This design comes from an exercise in tuning for small area and a short achievable clock period on the open sky130 flow, not from production work.
Only simulation tests tie the RTL to the original design; equivalence was not proved.
No activity file was given, so power comes from the tool's default toggle rates.

### design/flow/config.mk
export PLATFORM = sky130hd
export DESIGN_NAME = seccpu_port_responder
export DESIGN_NICKNAME = seccpu_port_responder
export VERILOG_FILES = /design/flow/design.v
export SDC_FILE = /design/flow/constraint.sdc
export NUM_CORES = 4
export LEC_CHECK = 0
export CAP_MARGIN = 10
export CORE_MARGIN = 2
export CORE_UTILIZATION = 60
export CTS_CLUSTER_DIAMETER = 60
export CTS_CLUSTER_SIZE = 20
export PLACE_DENSITY = 0.7
export SETUP_SLACK_MARGIN = 3.0
export SLEW_MARGIN = 10
export SYNTH_HIERARCHICAL = 1
export SYNTH_MEMORY_MAX_BITS = 4096
export SYNTH_MINIMUM_KEEP_SIZE = 0
export TNS_END_PERCENT = 5
### design/flow/constraint.sdc
create_clock -name core_clock -period 6.0 [get_ports {clk}]
set_input_delay 1.2000 -clock core_clock [delete_from_list [all_inputs] [get_ports {clk}]]
set_output_delay 1.2000 -clock core_clock [all_outputs]
set_load 0.01 [all_outputs]
### design/flow/design.v
module seccpu_port_timer #(
   parameter int WIDTH = 16
) (
   input  logic [WIDTH-1:0] count,
   input  logic             en,
   input  logic             ar,
   input  logic [WIDTH-1:0] load_value,
   input  logic             en_rise,
   input  logic             en_clear_wr,
   output logic [WIDTH-1:0] count_next,
   output logic             expire,
   output logic             en_auto_clear
);
   logic step, zero;
   assign step          = en && !en_clear_wr;
   assign zero          = (count == '0);
   assign expire        = step && zero;
   assign en_auto_clear = expire && !ar;
   always_comb begin
      count_next = count;
      if (en_rise)
         count_next = load_value;
      else if (step) begin
         if (zero) begin
            if (ar) count_next = load_value;
         end else begin
            count_next = count - 1'b1;
         end
      end
   end
endmodule
module seccpu_port_responder #(
   parameter int                    DATA_DEPTH = 9,
   parameter int                    DATA_WIDTH = 16,
   parameter int                    RAM_WORDS  = 256,
   parameter logic [DATA_WIDTH-1:0] ID_VALUE   = 16'h5EC1
) (
   input  logic                  clk,
   input  logic                  reset,
   input  logic [DATA_DEPTH-1:0] data_address,
   input  logic                  read_strobe,
   input  logic                  write_strobe,
   input  logic [DATA_WIDTH-1:0] data_wr,
   output logic [DATA_WIDTH-1:0] data_rd,
   output logic                  intr
);
   localparam int CTRL_EN  = 0;
   localparam int CTRL_AR  = 1;
   localparam int CTRL_TIE = 2;
   localparam int CTRL_BIE = 3;
   localparam int STAT_TEV  = 0;
   localparam int STAT_BERR = 1;
   logic        a_ram, a_per;
   logic        s_ctrl, s_tload, s_tcount, s_status, s_scratch, s_erraddr, s_id;
   logic        mapped, rd_ok, wr_ok, rd_ram, wr_ram, berr_set, ctrl_wr, status_wr;
   logic [15:0] hi_n, hi_wn, lo_wn;
   logic        rd_per, rdo;
   assign a_ram = !data_address[8];
   assign a_per = (data_address[8:4] == 5'b11111) && !data_address[3];
   assign s_ctrl    = a_per && (data_address[2:0] == 3'd0);
   assign s_tload   = a_per && (data_address[2:0] == 3'd1);
   assign s_tcount  = a_per && (data_address[2:0] == 3'd2);
   assign s_status  = a_per && (data_address[2:0] == 3'd3);
   assign s_scratch = a_per && (data_address[2:0] == 3'd4);
   assign s_erraddr = a_per && (data_address[2:0] == 3'd5);
   assign s_id      = a_per && (data_address[2:0] == 3'd7);
   assign mapped    = a_ram || (a_per && (data_address[2:0] != 3'd6));
   assign rd_ok     = read_strobe && !write_strobe;
   assign wr_ok     = write_strobe && !read_strobe;
   assign rd_ram    = rd_ok && a_ram;
   assign wr_ram    = wr_ok && a_ram;
   assign berr_set  = (read_strobe || write_strobe) &&
                      (!mapped || (read_strobe && write_strobe));
   assign ctrl_wr   = wr_ok && s_ctrl;
   assign status_wr = wr_ok && s_status;
   logic [7:0]       a_c;
   logic [3:0][15:0] lo_q_n;
   for (genvar i = 0; i < 8; i++) begin : g_lit
      sp_inv u_inv (.a(data_address[i]), .y(a_c[i]));
   end
   for (genvar i = 0; i < 16; i++) begin : g_pdec
      sp_nand4 u_hi (.a(i[3] ? data_address[7] : a_c[7]),
                     .b(i[2] ? data_address[6] : a_c[6]),
                     .c(i[1] ? data_address[5] : a_c[5]),
                     .d(i[0] ? data_address[4] : a_c[4]), .y(hi_n[i]));
      for (genvar q = 0; q < 4; q++) begin : g_q
         sp_nand4 u_lo (.a(i[3] ? data_address[3] : a_c[3]),
                        .b(i[2] ? data_address[2] : a_c[2]),
                        .c(i[1] ? data_address[1] : a_c[1]),
                        .d(i[0] ? data_address[0] : a_c[0]),
                        .y(lo_q_n[q][i]));
      end
   end
   always_comb begin
      for (int i = 0; i < 16; i++) begin
         hi_wn[i] = !(wr_ram && (data_address[7:4] == 4'(i)));
         lo_wn[i] = !(data_address[3:0] == 4'(i));
      end
   end
   logic [RAM_WORDS-1:0][DATA_WIDTH-1:0] mem;
   logic [RAM_WORDS-1:0]                 wl, we;
   for (genvar w = 0; w < RAM_WORDS; w++) begin : g_word
      sp_nor2 u_wl (.a(hi_n[w/16]),  .b(lo_q_n[w/64][w%16]), .y(wl[w]));
      sp_nor2 u_we (.a(hi_wn[w/16]), .b(lo_wn[w%16]), .y(we[w]));
      always_ff @(posedge clk) begin
         if (we[w]) mem[w] <= data_wr;
      end
   end
   logic                  en_rise, en_clear_wr, tev_set, en_auto_clear;
   logic [3:0]            ctrl_reg, ctrl_next;
   logic [1:0]            status_reg, status_next;
   logic [DATA_WIDTH-1:0] tload_reg, scratch_reg, erraddr_reg;
   logic [DATA_WIDTH-1:0] tcount_reg, tcount_next;
   logic [DATA_WIDTH-1:0] reg_rdata, rd_other, data_rd_reg, data_rd_next;
   logic                  intr_reg;
   assign en_rise     = ctrl_wr && data_wr[CTRL_EN] && !ctrl_reg[CTRL_EN];
   assign en_clear_wr = ctrl_wr && !data_wr[CTRL_EN];
   seccpu_port_timer #(.WIDTH(DATA_WIDTH)) u_timer (
      .count         (tcount_reg),
      .en            (ctrl_reg[CTRL_EN]),
      .ar            (ctrl_reg[CTRL_AR]),
      .load_value    (tload_reg),
      .en_rise       (en_rise),
      .en_clear_wr   (en_clear_wr),
      .count_next    (tcount_next),
      .expire        (tev_set),
      .en_auto_clear (en_auto_clear)
   );
   always_comb begin
      ctrl_next = ctrl_reg;
      if (ctrl_wr) ctrl_next = data_wr[3:0];
      else if (en_auto_clear) ctrl_next[CTRL_EN] = 1'b0;
      status_next = status_reg & ~(status_wr ? data_wr[1:0] : 2'b00);
      if (tev_set)  status_next[STAT_TEV]  = 1'b1;
      if (berr_set) status_next[STAT_BERR] = 1'b1;
   end
   assign reg_rdata = ({DATA_WIDTH{s_ctrl}}    & DATA_WIDTH'(ctrl_reg))   |
                      ({DATA_WIDTH{s_tload}}   & tload_reg)               |
                      ({DATA_WIDTH{s_tcount}}  & tcount_reg)              |
                      ({DATA_WIDTH{s_status}}  & DATA_WIDTH'(status_reg)) |
                      ({DATA_WIDTH{s_scratch}} & scratch_reg)             |
                      ({DATA_WIDTH{s_erraddr}} & erraddr_reg)             |
                      ({DATA_WIDTH{s_id}}      & ID_VALUE);
   assign rd_per   = rd_ok && !a_ram;
   assign rd_other = ({DATA_WIDTH{rd_per}} & reg_rdata) |
                     ({DATA_WIDTH{!rd_ok}} & data_rd_reg);
   assign rdo      = rd_ram;
   for (genvar b = 0; b < DATA_WIDTH; b++) begin : g_rd
      logic [RAM_WORDS-1:0] col;
      for (genvar w = 0; w < RAM_WORDS; w++) begin : g_col
         assign col[w] = mem[w][b];
      end
      sp_rdtree u_tree (.sel(wl), .dat(col), .other(rd_other[b]),
                        .en_n(!(rdo || rd_other[b])), .y(data_rd_next[b]));
   end
   always_ff @(posedge clk or posedge reset) begin
      if (reset) begin
         ctrl_reg    <= '0;
         tload_reg   <= '1;
         tcount_reg  <= '0;
         status_reg  <= '0;
         scratch_reg <= '0;
         erraddr_reg <= '0;
         data_rd_reg <= '0;
         intr_reg    <= 1'b0;
      end else begin
         ctrl_reg   <= ctrl_next;
         tcount_reg <= tcount_next;
         status_reg <= status_next;
         intr_reg   <= (status_reg[STAT_TEV]  & ctrl_reg[CTRL_TIE]) |
                       (status_reg[STAT_BERR] & ctrl_reg[CTRL_BIE]);
         if (wr_ok && s_tload)   tload_reg   <= data_wr;
         if (wr_ok && s_scratch) scratch_reg <= data_wr;
         if (berr_set && !status_reg[STAT_BERR])
            erraddr_reg <= DATA_WIDTH'(data_address);
         data_rd_reg <= data_rd_next;
      end
   end
   assign data_rd = data_rd_reg;
   assign intr    = intr_reg;
endmodule
module sp_rdtree (
   input  logic [255:0] sel,
   input  logic [255:0] dat,
   input  logic         other,
   input  logic         en_n,
   output logic         y
);
   logic [31:0] u;    
   logic [7:0]  v;    
   logic [1:0]  w;    
   logic        x_n;  
   for (genvar j = 0; j < 32; j++) begin : g_l1
      sp_grp8 u_g (.s(sel[8*j +: 8]), .d(dat[8*j +: 8]), .y(u[j]));
   end
   for (genvar i = 0; i < 8; i++) begin : g_l2
      sp_nor4 u_g (.a(u[4*i]), .b(u[4*i+1]), .c(u[4*i+2]), .d(u[4*i+3]),
                   .y(v[i]));
   end
   for (genvar h = 0; h < 2; h++) begin : g_l3
      sp_nand4 u_g (.a(v[4*h]), .b(v[4*h+1]), .c(v[4*h+2]), .d(v[4*h+3]),
                    .y(w[h]));
   end
   sp_nor2    u_l4 (.a(w[0]), .b(w[1]), .y(x_n));
   sp_o21bai  u_l5 (.a1(x_n), .a2(en_n), .b1_n(other), .y(y));
endmodule
module sp_grp8 (input logic [7:0] s, input logic [7:0] d, output logic y);
   assign y = |(s & d);
endmodule
module sp_inv (input logic a, output logic y);
   assign y = !a;
endmodule
module sp_nand4 (input logic a, b, c, d, output logic y);
   assign y = !(a && b && c && d);
endmodule
module sp_nor4 (input logic a, b, c, d, output logic y);
   assign y = !(a || b || c || d);
endmodule
module sp_o21bai (input logic a1, a2, b1_n, output logic y);
   assign y = !((a1 || a2) && !b1_n);
endmodule
module sp_nor2 (input logic a, b, output logic y);
   assign y = !(a || b);
endmodule
### design/flow/flow/run.sh
#!/bin/bash
# The standard layout (the standard.sh, standard synthesis included), with
# one change: the buffers that buffer_ports puts on every input and output
# port are plain sky130_fd_sc_hd__buf_4 cells instead of the delay-buffer
# cell ORFS picks by default. make's full output goes to flow_make.log here;
# each ORFS step also keeps its own log under orfs/logs/.
set -euo pipefail
export BUFFER_PORTS_ARGS="-buffer_cell sky130_fd_sc_hd__buf_4"
bash standard.sh finish > flow_make.log 2>&1
### design/flow/standard.sh
#!/bin/bash
# synth_recipe.tcl (not shown) runs the flow's synth.tcl, then flattens the netlist and writes it again
# the make line also repeats each setting of config.mk as NAME=value (left out here)
make -C /OpenROAD-flow-scripts/flow DESIGN_CONFIG=/design/flow/config.mk WORK_HOME=/design/flow/orfs CLKGATE_MAP_FILE= SYNTH_SCRIPT=/design/flow/synth_recipe.tcl "${@:-finish}"
==> results of run 1 <==
cell usage after synthesis, types with 5 or more instances:
cell,count,area (µm²)
o22ai_1,8,50.1
nand2_1,61,229
nor2b_1,14,87.6
nor4_2,128,1600
nand2b_1,10,62.6
buf_2,8,40.0
a221oi_1,7,61.3
a22o_1,5,43.8
inv_1,18,67.6
buf_6,5,56.3
a22oi_1,2056,15400
a31oi_1,6,37.5
o21ai_0,19,95.1
a221o_1,7,70.1
and3_1,5,31.3
nand4_1,627,3920
mux2i_1,21,210
clkbuf_1,16,60.1
nor2_1,555,2080
mux2_2,35,394
o211a_1,7,70.1
a21oi_1,17,85.1
nand3_1,16,80.1
dfrtp_1,64,1600
dfstp_2,16,420
edfxtp_1,4096,123000
nor3_1,11,55.1
o21bai_1,16,120
mux2_4,20,300
kinds of logic after synthesis:
| kind of cell | count (synthesis) | share of synthesized area, % |
|---|---|---|
| flip-flops | 4176 | 82.8 |
| AO/OA/AOI/OAI | 2180 | 10.8 |
| AND/OR/NAND/NOR | 1460 | 5.61 |
| multiplexers | 77 | 0.606 |
| buffers and inverters | 52 | 0.170 |
| XOR/XNOR | 2 | 0.0116 |
| adder cells (fa/ha/maj) | 2 | 0.0166 |
path summary, 6_finish.rpt:
| path | start | depth (start not counted) | slack [ns] | to |
|---|---|---|---|---|
| max | data_address[1] | 14 | 2.30 | data_rd_reg[4] |
| min | reset | 2 | 0.44 | data_rd_reg[1] |
| max reg2reg | mem[516] | 6 | 3.30 | data_rd_reg[4] |
| min reg2reg | erraddr_reg[2] | 1 | 0.50 | erraddr_reg[2] |
| max in group asynchronous | reset | 3 | 4.37 | tcount_reg[14] |
| min in group core_clock | erraddr_reg[2] | 1 | 0.50 | erraddr_reg[2] |
Yosys stat by module, one instance, submodules excluded, a selection:
module | flops+latches | cells
seccpu_port_responder | 4176 | 4441
sp_grp8 | 0 | 5
sp_nor4 | 0 | 1
sp_o21bai | 0 | 1
sp_nand4 | 0 | 1
sp_inv | 0 | 1
sp_nor2 | 0 | 1
through the flow:
| stage | setup slack (ns) | instances | power (mW) |
|---|---|---|---|
| after floorplan | 2.33 | 7949 | 33.2 |
| after global placement | 0.167 | 11874 | 34.5 |
| after detailed placement | 0.169 | 11878 | 34.5 |
| after CTS | 2.60 | 12592 | 52.2 |
| after global routing | 2.39 | 12631 | 53.3 |
| final | 2.30 | 12635 | 52.2 |
critical path, cell delays in order:
cell and delay (ns):
buf_16 0.11, clkinvlp_4 0.17, buf_4 0.19, buf_4 0.13, nand4_1 0.13, buf_12 0.16, nor2_1 0.06, buf_6 0.17
a22oi_1 0.28, nand4_1 0.29, nor4_4 0.90, nand4_1 0.42, nor2_1 0.20, o21bai_1 0.07
cell type report:
cell class / instances / area [µm²] / area share [%]
multi-input combinational: 3721 / 27900 / 16.0
tap: 3348 / 4190 / 2.40
inverter: 18 / 98.8 / 0.0567
timing repair buffer: 982 / 9230 / 5.29
sequential: 4176 / 125000 / 71.7
antenna: 8 / 20.0 / 0.0115
clock buffer: 319 / 7200 / 4.13
clock inverter: 63 / 603 / 0.346
power by group:
group / switching, mW / internal, mW / total [mW]
sequential: 0.0940 / 32.1 / 32.2
combinational: 1.44 / 0.487 / 1.93
clock: 9.30 / 8.79 / 18.1
total: 10.8 / 41.3 / 52.2
per-layer routing:
| metal | track usage [%] | vias to the layer above | routed length (µm) |
|---|---|---|---|
| met5 | 0 | - | 68 |
| met4 | 19.2 | 10 | 30300 |
| met3 | 7.73 | 1086 | 55900 |
| met2 | 52.4 | 6715 | 205000 |
| met1 | 48.4 | 45972 | 161000 |
| li1 | - | 36687 | - |
repair_timing:
item                                    4_1_cts  5_1_grt
resized for setup                           522       47
pin swaps                                   287       64
buffers inserted                            316       35
hold buffers                                  0        0
cloned                                       16        0
endpoints found under the setup margin     2989     1449
endpoints found under the hold margin         0        0
==> summary.txt, run 1 <==
Status - finished clean
Fill count - 15,521
Max FFs per register - 4,096
EDFF count, synth - 4,096
Max Cap Violations - 0
Main flop type after synthesis - edfxtp_1
CTS buffer count - 274
Max rail drop VDD - 0.328 mV
Initial core utilization - 60.2%
Routed Antenna Nets - 0
Crit. End Element - register
DRC viols - 0
Avg Synthesized Cell Area - 19.0 µm²
Leakage Power - 53.8 nW
Largest net degree at the start of global routing - 169
Routed via count - 90,470
Port Buf Inserts - 45
Nature of the critical path startpoint - primary input
Clock Latency Late Sink - 0.97 ns
Clock sinks - 4,176
Root Driver - clkbuf_16
HPWL after DPL - 273,000 µm
Die X - 506 µm
Vias/cell - 7.16
Final Skew - 0.0506 ns
Most common cell after layout, fill and taps aside - edfxtp_1
Post-synthesis cell area - 151,000 µm²
WP data arrival - 4.53 ns
CP Max Fanout - 16
Sequential area share after synthesis - 82.8%
Detailed Route WL - 452,000 µm
Setup_tns - 0 ns
Area growth, synth to finish - 15.4%
Iteration count of the initial detailed-routing pass - 9
Final setup viols - 0
# IOs - 46
CTS tree - done
Drt first-iter violations - 15,068
First-pass GRT wire length - 634,000 µm
Slew Viols, Final - 0
Area after DPL - 160,000 µm²
Worst slew pin tran - 1.30 ns
Syn nets - 7,980
Min Clock Period, post-route - 3.70 ns
Cell count after synthesis - 7,949
Post-route cell area - 174,000 µm²
Total GRT Usage - 34.9%
Htree depth - 5
Share of layout cells above drive strength 1 - 20.3%
Seq cells post-synth - 4,176
YS warnings - 8
Top reg by flops - mem
Vias in the first global route - 85,422
PD cells - 299 nW/µm²
Worst Hold Class - primary input to async pin
Vert. Die Dim - 506 µm
RSZ-0062 raised after global routing - yes
Clock-pin slew on the worst setup and hold paths - 0.08 ns
Finished Core Util - 69.5%
Core area - 251,000 µm²
Drt wl/cell - 35.7 µm
Max_slew headroom - 13.1%
Grt ovf - 0
Max Buffers Root-to-Sink - 4
Fmax - 0.270 GHz
Most frequent cells in the layout - edfxtp_1 (4,096), a22oi_1 (1,923), buf_4 (720)
Site Rows - 184
Crit Path Class - primary input to register
Initial antenna violation count - 16
Placer congestion estimate - 0.951
Share of flip-flops with an asynchronous set or reset - 1.92%
Final Cycle Share - 61.7%
Worst Path Required - 6.83 ns
Die ar. - 256,000 µm²
Final-report hold violation count - 0
Netlist cell types - 74
WHS - 0.438 ns
Final Net Count - 9,204
==> run 2, diff against run 1 <==
--- a/design/flow/design.v
+++ b/design/flow/design.v
@@ -187,21 +187,20 @@
    output logic         y
 );
    logic [31:0] u;    
-   logic [7:0]  v;    
-   logic [1:0]  w;    
+   logic [15:0] v;    
+   logic [3:0]  w;    
    logic        x_n;  
    for (genvar j = 0; j < 32; j++) begin : g_l1
       sp_grp8 u_g (.s(sel[8*j +: 8]), .d(dat[8*j +: 8]), .y(u[j]));
    end
-   for (genvar i = 0; i < 8; i++) begin : g_l2
-      sp_nor4 u_g (.a(u[4*i]), .b(u[4*i+1]), .c(u[4*i+2]), .d(u[4*i+3]),
-                   .y(v[i]));
-   end
-   for (genvar h = 0; h < 2; h++) begin : g_l3
+   for (genvar i = 0; i < 16; i++) begin : g_l2
+      sp_nor2 u_g (.a(u[2*i]), .b(u[2*i+1]), .y(v[i]));
+   end
+   for (genvar h = 0; h < 4; h++) begin : g_l3
       sp_nand4 u_g (.a(v[4*h]), .b(v[4*h+1]), .c(v[4*h+2]), .d(v[4*h+3]),
                     .y(w[h]));
    end
-   sp_nor2    u_l4 (.a(w[0]), .b(w[1]), .y(x_n));
+   sp_nor4    u_l4 (.a(w[0]), .b(w[1]), .c(w[2]), .d(w[3]), .y(x_n));
    sp_o21bai  u_l5 (.a1(x_n), .a2(en_n), .b1_n(other), .y(y));
 endmodule
 module sp_grp8 (input logic [7:0] s, input logic [7:0] d, output logic y);
==> design/flow/run.sh (new file) <==
#!/bin/bash
# synth_recipe.tcl (not shown) runs the flow's synth.tcl, then flattens the netlist and writes it again
# the make line also repeats each setting of config.mk as NAME=value (left out here)
make -C /OpenROAD-flow-scripts/flow DESIGN_CONFIG=/design/flow/config.mk WORK_HOME=/design/flow/orfs CLKGATE_MAP_FILE= SYNTH_SCRIPT=/design/flow/synth_recipe.tcl finish
removed: design/flow/flow/run.sh
removed: design/flow/standard.sh
==> run 2 against run 1 <==
Net effect:
- area after synthesis decreased by 0.20%
- total power down 2.1%
- non-clock buffer count down 43
- sequential share of layout area is 0.31 points higher
- synthesized cell count increased by 2.0%
- hold slack better by 0.068 ns
- cell area shrank 0.42%
- critical path type unchanged
- largest cell class unchanged
- highest routed layer unchanged
==> summary.txt, run 2 <==
Status - finished clean
Critical path's slowest cell - nand4_1
Post-synthesis mux area share - 0.608%
Hold-critical path depth - 1
Crit Path Class - primary input to register
Share of flip-flops with an asynchronous set or reset - 1.92%
Share of Yosys cell area claimed by the top area cell type - 81.6%
Core area - 251,000 µm²
Avg Synthesized Cell Area - 18.6 µm²
Max Cap Violations - 0
Post-synthesis adder-cell area fraction - 0.0166%
Sw Share - 20.8%
Vias in the first global route - 85,406
Largest family of logic cells by synthesized area - compound AO/OA/AOI/OAI gates
Netlist cell types - 74
R2R Setup Slk - 3.46 ns
Sequential area share after synthesis - 82.9%
Max rail drop VDD - 0.314 mV
Post-route cell area - 174,000 µm²
FF-to-FF path depth - 6
Routed Antenna Nets - 0
Fmax - 0.279 GHz
Post-synthesis cell area - 151,000 µm²
Final Skew - 0.0462 ns
Clock sinks - 4,176
Main flop type after synthesis - edfxtp_1
WP data arrival - 4.41 ns
Top reg by flops - mem
Slew Viols, Final - 0
Die ar. - 255,000 µm²
Switch Pwr - 10.6 mW
CTS tree - done
Vert. Die Dim - 505 µm
HPWL after DPL - 269,000 µm
Simple-gate share of the synthesized area - 5.43%
Clock-pin slew on the worst setup and hold paths - 0.08 ns
Max FFs per register - 4,096
Initial core utilization - 60.1%
First-pass GRT wire length - 623,000 µm
Buf/Inv on CP - 8
Drt wl/cell - 35.0 µm
CP Max Fanout - 8
Final Cycle Share - 59.7%
Most common cell after layout, fill and taps aside - edfxtp_1
Area after DPL - 160,000 µm²
YS warnings - 8
Die X - 505 µm
Seq pwr share - 63.1%
Final setup viols - 0
Met1 usage - 48.3%
Met2 GRT Util - 50.9%
Hold EP - erraddr_reg[2]
Slowest stage delay, CP - 0.70 ns
Site Rows - 184
Xor/xnor cell area share of the yosys netlist - 0.0116%
Root Driver - clkbuf_16
WHS - 0.506 ns
Hold Startpoint - erraddr_reg[2]
Cell count after synthesis - 8,109
P_int - 40.5 mW
Port Buf Inserts - 45
Placer congestion estimate - 0.970
Vias/cell - 7.10
Seq cells post-synth - 4,176
Place WS - 0.215 ns
Syn nets - 8,140
Clock power frac - 33.3%
Post-synth top cells - edfxtp_1 (4,096), a22oi_1 (2,056), nor2_1 (795)
Crit. End Element - register
Top-count cell post-synth - edfxtp_1
Setup_tns - 0 ns
Detailed Route WL - 446,000 µm
Min Clock Period, post-route - 3.58 ns
Initial antenna violation count - 15
Area growth, synth to finish - 15.1%
Routed via count - 90,512
Number of hold buffers added after cts - 0
Synth top area cells - edfxtp_1 (82%), a22oi_1 (10%), nand4_1 (2.7%)
Fill count - 15,500
Max Buffers Root-to-Sink - 3
Leakage Power - 53.2 nW
Htree depth - 4
Worst Hold Class - register to register
Crit-path cells - buf_12, clkinvlp_4, buf_8, buf_12, nand4_1, buf_6, buf_6, nor2_2, buf_6, buf_4, a22oi_2, nand4_1, nor2_2, nand4_1, nor4_2, o21bai_1
R2R Path End - data_rd_reg[8]
Clock Latency Late Sink - 0.94 ns
Most frequent cells in the layout - edfxtp_1 (4,096), a22oi_1 (1,928), nand4_1 (659)
Max_slew headroom - 6.17%
DRC viols - 0
R2R Path Start - mem[1080]
Worst Path Required - 6.82 ns
Final-report hold violation count - 0
Nature of the critical path startpoint - primary input
RSZ-0062 raised after global routing - yes
Drt first-iter violations - 16,834
# IOs - 46
Iteration count of the initial detailed-routing pass - 8
CTS buffer count - 240
Synth area leader - edfxtp_1
Complex-gate fraction of the synthesized area - 10.8%
Grt ovf - 0
Setup ws final - 2.42 ns
Worst slew pin tran - 1.41 ns
Crit-path leading delay family - simple AND/OR/NAND/NOR gates
PD cells - 294 nW/µm²
Total GRT Usage - 34.2%
Met3 usage - 8.33%
EDFF count, synth - 4,096
Share of layout cells above drive strength 1 - 19.1%
Largest net degree at the start of global routing - 159
Combinational share of power - 3.6%
Final Net Count - 9,289
Gr busiest metal - met2
## run 2: worst max path at each step
stage,end,start,cells past startpoint
3_5_place_dp,data_rd_reg[5],data_address[7],11
2_1_floorplan,mem[240],data_address[2],5
3_3_place_gp,mem[2535],data_address[1],7
5_1_grt,data_rd_reg[8],data_address[3],14
4_1_cts,data_rd_reg[15],data_address[1],14
6_report,data_rd_reg[4],data_address[1],16
## run 2: what timing repair did
action / 4_1_cts / 5_1_grt
gates resized for setup: 567 / 184
setup endpoints to repair: 4140 / 3760
hold endpoints to repair: 0 / 0
pin swaps: 238 / 137
gates cloned: 14 / 10
setup buffers: 276 / 60
## run 2: power by group through the flow
stage | registers, mW | clock network, mW | logic [mW]
after global routing | 32.2 | 18.1 | 1.88
after detailed placement | 32.9 | 0 | 1.62
final | 32.3 | 17.0 | 1.84
after CTS | 32.2 | 17.1 | 1.75
after global placement | 32.9 | 0 | 1.58
after floorplan | 32.8 | 0 | 0.438
## run 2: area by class of cell
cell class	count	area (µm²)	share of cell area, %
clock inverter	57	717	0.413
timing repair buffer	939	9300	5.36
antenna	7	17.5	0.0101
tap	3348	4190	2.41
timing repair inverter	1	7.51	0.00433
multi-input combinational	3882	27800	16.0
clock buffer	315	6420	3.70
sequential	4176	125000	72.0
inverter	18	80.1	0.0461
## run 2: cell families (layout without fill, tap and decap cells)
| kind of cell | after synthesis | in the layout |
|---|---|---|
| DFF | 4176 | 4176 |
| buffers and inverters | 52 | 1330 |
| AOI/OAI and AO/OA | 2180 | 2180 |
| muxes | 77 | 77 |
| and+or+nand+nor | 1620 | 1621 |
| xor gates and xnor gates | 2 | 2 |
| other | 0 | 7 |
| adders and majority gates | 2 | 2 |
## run 2: per-module statistics from Yosys (local to each module, per instance), excerpt
module	area [µm²]	times used	cells	flip-flops and latches
sp_o21bai	7.51	16	1	0
sp_nor2	3.75	768	1	0
sp_inv	3.75	8	1	0
seccpu_port_responder	127000	1	4441	4176
sp_nand4	6.26	144	1	0
sp_grp8	36.3	512	5	0
## run 2: routing by layer
metal	vias to the layer above	routed length, µm
li1	36892	-
met1	45743	161000
met2	6866	201000
met3	1003	59300
met4	8	25000
met5	-	65
## run 2: through the flow
stage | instances | power (mW) | utilization, %
final | 12743 | 51.1 | 69.2
after global routing | 12737 | 52.2 | 69.2
after CTS | 12666 | 51.1 | 68.7
after detailed placement | 12004 | 34.5 | 63.8
after global placement | 12002 | 34.5 | 63.7
after floorplan | 8109 | 33.2 | -

-- separate check: timing with driven ports --
The flow's constraints put no driver on any port. The routed layouts listed below were extracted and timed again, unchanged, in two steps. Step 1, drivers: a clkbuf_16 drives clk and a buf_2 each remaining input, both assumed. Step 2 also shifts input and output timing later by t, the mid clock arrival at the registers, as if the neighbouring blocks saw the same clock. Slacks: ideal / step 1 / step 2; pairs: ideal / step 1.
run	t (ns)	setup slack, ns	pins driven straight from the clock port
run 1	1.051	2.300 / 2.108 / 1.057	1
run 2	1.018	2.417 / 2.333 / 1.315	1
After both steps setup and hold are still met in every run listed. For run 1, which loses most, drivers alone change the setup slack by -0.192 ns; drivers and shift together by -1.243 ns.
